From an optimization exercise on the open Yosys and OpenROAD flow, aimed at small area, a short achievable clock period and few clock cycles per item; shortcuts taken in it are not production practice.
Where RTL was checked, it was by simulation tests only, not by an equivalence proof against the original.

==> job 3035: inputs <==
## subtitle_pixel_src_over_blend_unit
module subtitle_pixel_src_over_blend_unit #(
  parameter int unsigned MaxCanvasDim = spsob_pkg::MaxCanvasDim
) (
  input  wire logic              clk_i,
  input  wire logic              rst_ni,
  input  wire logic              start,
  output logic                   busy,
  input  wire logic [103:0]      req_i,
  output logic                   done_o,
  output logic [56:0]            res_o,
  input  wire logic              cfg_valid_i,
  output logic                   cfg_ready_o,
  input  wire logic              cfg_index_i,
  input  wire logic [12:0]       cfg_data_i
);
clock: 24.0 ns
lec_check: 0
cap_margin: 20
core_margin: 2
core_utilization: 40
slew_margin: 20
standard.sh (not shown) runs the stock make flow with config.mk's settings and CLKGATE_MAP_FILE= SYNTH_SCRIPT=/design/flow/synth_recipe.tcl, a recipe that flattens the netlist after the stock synthesis.
==> flow/flow/run.sh <==
#!/bin/bash
# Standard layout flow with two changes:
#  - synthesis runs Yosys's synth with -noabc (the final ABC mapping still runs), so the
#    hand-built adder trees reach the full-adder extraction as written;
#  - timing repair aims for SETUP_SLACK_MARGIN ns of setup slack.
set -euo pipefail
sed '1s/yosys synth -nofsm -noshare /yosys synth -nofsm -noshare -noabc /' synth_recipe.tcl > synth_noabc.tcl
grep -q -- '-noabc' synth_noabc.tcl
bash standard.sh SYNTH_SCRIPT="$PWD/synth_noabc.tcl" SETUP_SLACK_MARGIN=17 finish > make_finish.log 2>&1
==> job 8499 (differences from job 3035) <==
--- a/flow/design.v
+++ b/flow/design.v
@@ -13,18 +13,18 @@
 `default_nettype wire
 `default_nettype none
 module spsob_div_cell #(
   parameter int unsigned Bit = 0
 ) (
   input  wire logic [15:0] r_i,
-  input  wire logic [7:0]  d_i,
+  input  wire logic [7:0]  dn_i,    
   output logic [15:0]      r_o,
   output logic             q_o
 );
   logic [9:0] diff;
-  assign diff = {1'b0, r_i[Bit+8:Bit]} - {2'b00, d_i};
+  assign diff = {1'b0, r_i[Bit+8:Bit]} + {2'b11, dn_i} + 10'd1;
   assign q_o  = !diff[9];
   always_comb begin
     r_o = r_i;
     r_o[Bit+8] = 1'b0;
     if (q_o) r_o[Bit+7:Bit] = diff[7:0];
   end
@@ -870,18 +870,18 @@
     assign w3[l] = ge3_q[l] ? fa3_q : xq3_q;
     spsob_mul8x8 u_p (.a(w3[l]), .b(df3_q[8*l +: 8]), .p(p3[l]));
     spsob_mul8x8 u_v (.a(d3_q[8*l +: 8]), .b(xr3_q), .p(v3[l]));
     assign vs3[l] = {1'b0, v3[l][7:0]} + {1'b0, v3[l][15:8]};
     assign e3[l]  = v3[l][15:8] + {7'd0, (vs3[l] >= 9'd255)};
   end
-  logic [7:0]  oa4_q;
+  logic [7:0]  oan4_q;
   logic        we4_q;
   logic [23:0] idx4_q, m4_q, e4_q;
   logic [47:0] p4_q;
   always_ff @(posedge clk_i) begin
-    oa4_q  <= fa3_q + xq3_q;
+    oan4_q <= ~(fa3_q + xq3_q);
     we4_q  <= we3_q;
     idx4_q <= idx3_q;
     m4_q   <= m3_q;
     for (int l = 0; l < 3; l++) begin
       p4_q[16*l +: 16] <= p3[l];
       e4_q[8*l +: 8]   <= e3[l];
@@ -890,22 +890,22 @@
   logic [15:0] t4   [3];
   logic [15:0] r4_7 [3];
   logic [15:0] r4_6 [3];
   logic [1:0]  q4   [3];
   for (genvar l = 0; l < 3; l++) begin : g_s5
     assign t4[l] = p4_q[16*l +: 16] + {8'd0, e4_q[8*l +: 8]};
-    spsob_div_cell #(.Bit(7)) u_b7 (.r_i(t4[l]),   .d_i(oa4_q), .r_o(r4_7[l]), .q_o(q4[l][1]));
-    spsob_div_cell #(.Bit(6)) u_b6 (.r_i(r4_7[l]), .d_i(oa4_q), .r_o(r4_6[l]), .q_o(q4[l][0]));
+    spsob_div_cell #(.Bit(7)) u_b7 (.r_i(t4[l]),   .dn_i(oan4_q), .r_o(r4_7[l]), .q_o(q4[l][1]));
+    spsob_div_cell #(.Bit(6)) u_b6 (.r_i(r4_7[l]), .dn_i(oan4_q), .r_o(r4_6[l]), .q_o(q4[l][0]));
   end
-  logic [7:0]  oa5_q;
+  logic [7:0]  oan5_q;
   logic        we5_q;
   logic [23:0] idx5_q, m5_q;
   logic [13:0] r5_q [3];
   logic [1:0]  q5_q [3];
   always_ff @(posedge clk_i) begin
-    oa5_q  <= oa4_q;
+    oan5_q <= oan4_q;
     we5_q  <= we4_q;
     idx5_q <= idx4_q;
     m5_q   <= m4_q;
     for (int l = 0; l < 3; l++) begin
       r5_q[l] <= r4_6[l][13:0];
       q5_q[l] <= q4[l];
@@ -913,23 +913,23 @@
   end
   logic [15:0] r5_5 [3];
   logic [15:0] r5_4 [3];
   logic [15:0] r5_3 [3];
   logic [2:0]  q5   [3];
   for (genvar l = 0; l < 3; l++) begin : g_s6
-    spsob_div_cell #(.Bit(5)) u_b5 (.r_i({2'b00, r5_q[l]}), .d_i(oa5_q), .r_o(r5_5[l]), .q_o(q5[l][2]));
-    spsob_div_cell #(.Bit(4)) u_b4 (.r_i(r5_5[l]), .d_i(oa5_q), .r_o(r5_4[l]), .q_o(q5[l][1]));
-    spsob_div_cell #(.Bit(3)) u_b3 (.r_i(r5_4[l]), .d_i(oa5_q), .r_o(r5_3[l]), .q_o(q5[l][0]));
+    spsob_div_cell #(.Bit(5)) u_b5 (.r_i({2'b00, r5_q[l]}), .dn_i(oan5_q), .r_o(r5_5[l]), .q_o(q5[l][2]));
+    spsob_div_cell #(.Bit(4)) u_b4 (.r_i(r5_5[l]), .dn_i(oan5_q), .r_o(r5_4[l]), .q_o(q5[l][1]));
+    spsob_div_cell #(.Bit(3)) u_b3 (.r_i(r5_4[l]), .dn_i(oan5_q), .r_o(r5_3[l]), .q_o(q5[l][0]));
   end
-  logic [7:0]  oa6_q;
+  logic [7:0]  oan6_q;
   logic        we6_q;
   logic [23:0] idx6_q, m6_q;
   logic [10:0] r6_q [3];
   logic [4:0]  q6_q [3];
   always_ff @(posedge clk_i) begin
-    oa6_q  <= oa5_q;
+    oan6_q <= oan5_q;
     we6_q  <= we5_q;
     idx6_q <= idx5_q;
     m6_q   <= m5_q;
     for (int l = 0; l < 3; l++) begin
       r6_q[l] <= r5_3[l][10:0];
       q6_q[l] <= {q5_q[l], q5[l]};
@@ -938,18 +938,18 @@
   logic [15:0] r6_2 [3];
   logic [15:0] r6_1 [3];
   logic [15:0] r6_0 [3];
   logic [2:0]  q6   [3];
   logic [23:0] ch6;
   for (genvar l = 0; l < 3; l++) begin : g_s7
-    spsob_div_cell #(.Bit(2)) u_b2 (.r_i({5'd0, r6_q[l]}), .d_i(oa6_q), .r_o(r6_2[l]), .q_o(q6[l][2]));
-    spsob_div_cell #(.Bit(1)) u_b1 (.r_i(r6_2[l]), .d_i(oa6_q), .r_o(r6_1[l]), .q_o(q6[l][1]));
-    spsob_div_cell #(.Bit(0)) u_b0 (.r_i(r6_1[l]), .d_i(oa6_q), .r_o(r6_0[l]), .q_o(q6[l][0]));
+    spsob_div_cell #(.Bit(2)) u_b2 (.r_i({5'd0, r6_q[l]}), .dn_i(oan6_q), .r_o(r6_2[l]), .q_o(q6[l][2]));
+    spsob_div_cell #(.Bit(1)) u_b1 (.r_i(r6_2[l]), .dn_i(oan6_q), .r_o(r6_1[l]), .q_o(q6[l][1]));
+    spsob_div_cell #(.Bit(0)) u_b0 (.r_i(r6_1[l]), .dn_i(oan6_q), .r_o(r6_0[l]), .q_o(q6[l][0]));
     assign ch6[8*l +: 8] = m6_q[8*l +: 8] + ({q6_q[l], q6[l]} & {8{we6_q}});
   end
   logic [56:0] res7_q;
   always_ff @(posedge clk_i) begin
-    res7_q <= {we6_q, idx6_q, oa6_q, ch6};
+    res7_q <= {we6_q, idx6_q, ~oan6_q, ch6};
   end
   assign res_o = res7_q;
 endmodule
 `default_nettype wire
==> flow/flow/run.sh (replaced) <==
#!/bin/bash
# Standard layout flow with these changes:
#  - synthesis runs Yosys's synth with -noabc (the final ABC mapping still runs), so the
#    hand-built adder trees reach the full-adder extraction as written;
#  - port buffers are sky130_fd_sc_hd__buf_2 (every port is still buffered);
#  - larger clock-tree sink clusters;
#  - timing repair aims for SETUP_SLACK_MARGIN ns of setup slack.
set -euo pipefail
sed '1s/yosys synth -nofsm -noshare /yosys synth -nofsm -noshare -noabc /' synth_recipe.tcl > synth_noabc.tcl
grep -q -- '-noabc' synth_noabc.tcl
bash standard.sh SYNTH_SCRIPT="$PWD/synth_noabc.tcl" SETUP_SLACK_MARGIN=17 \
  "BUFFER_PORTS_ARGS=-buffer_cell sky130_fd_sc_hd__buf_2" \
  CTS_CLUSTER_SIZE=30 CTS_CLUSTER_DIAMETER=150 CORE_UTILIZATION=60 \
  finish > make_finish.log 2>&1
==> job 8838 (differences from job 3035) <==
==> flow/flow/run.sh (replaced) <==
#!/bin/bash
# Standard layout, with timing repair aimed below the clock period.
set -euo pipefail
bash standard.sh SETUP_SLACK_MARGIN=17 finish > make_finish.log 2>&1
==> notes.md <==
- The highest worst setup slack belongs to job 8499, the lowest to job 3035.
- Of job 8499 and job 8838, job 8838 has the higher first-iteration DRC count (gap about 16%, measured against job 8838).
- Of job 3035 and job 8838, job 3035 has the higher global-route usage (gap 0.28 points).
- Clock skew, highest first: job 8838, job 3035, job 8499.
- The highest count of clock-buffer cells in the layout belongs to job 8838, the lowest to job 8499.
==> figures <==
metric                                                                         job 3035                 job 8838                  job 8499
Fin crit period                                                                 6.81 ns                  6.78 ns                   6.76 ns
Syn_area_per_cell                                                             10.3 um^2                9.74 um^2                 10.4 um^2
Run status                                                      complete, no violations  complete, no violations   complete, no violations
Utilization after layout                                                          0.466                    0.470                     0.648
Final Non-Filler Cells                                                             6937                     7461                      6110
Register area share after synthesis                                               0.299                    0.294                     0.301
Origin of the worst setup path                                        cov1_q[2]$_DFF_P_         xr3_q[7]$_DFF_P_         cov1_q[2]$_DFF_P_
Adder-cell share of the synthesized area                                          0.322                    0.309                     0.321
Reg2reg path depth                                                                   23                       27                        23
Post-cts sizing count                                                                60                       84                        22
Data arrival time of the critical path                                          7.39 ns                  7.38 ns                   7.30 ns
DR pass1 iterations                                                                   7                        6                         7
Most common library cell in the layout ignoring fill and taps  sky130_fd_sc_hd__dfxtp_1   sky130_fd_sc_hd__inv_1  sky130_fd_sc_hd__dfxtp_1
Testbench counts of job 3035, summed over its fixed seeds: cycles 12,056, items 12,000.
Testbench counts of job 8838, summed over its fixed seeds: cycles 12,056, items 12,000.
Function not checked in job 8499: the RTL went through the layout flow alone.

port drivers added, routing unchanged:
How much do the figures lean on ideal ports? The routed layouts below were timed once more, with nothing changed but the port constraints. Step 1 (the two cells are an assumption about what drives the block):
set clk [get_ports {clk_i}]
set_driving_cell -lib_cell sky130_fd_sc_hd__clkbuf_16 $clk
set_driving_cell -lib_cell sky130_fd_sc_hd__buf_2 [delete_from_list [all_inputs] $clk]
Step 2 moves the port delays by t, midway between the first and last clock arrival at a register: inputs arrive t later, outputs are due t later. That takes back most of the time a late clock gives input paths. Three values: ideal ports, drivers, drivers and shift; two values: the first two.
| run | t, ns | slack for setup (ns) | worst setup path at the end | latest minus earliest clock arrival (ns) | worst slew at a driven data input, ns |
|---|---|---|---|---|---|
| job 3035 | 0.768 | 17.193 / 17.193 / 16.861 | input to register | 0.057 / 0.057 | 0.12 |
| job 8499 | 0.704 | 17.241 / 17.241 / 17.225 | input to register | 0.042 / 0.041 | 0.10 |
| job 8838 | 0.753 | 17.221 / 17.221 / 16.681 | input to register | 0.062 / 0.062 | 0.13 |
After both steps every run listed still meets setup and hold. For job 8838, which loses most, drivers alone change the setup slack by 0.000 ns; drivers and shift together by -0.540 ns.
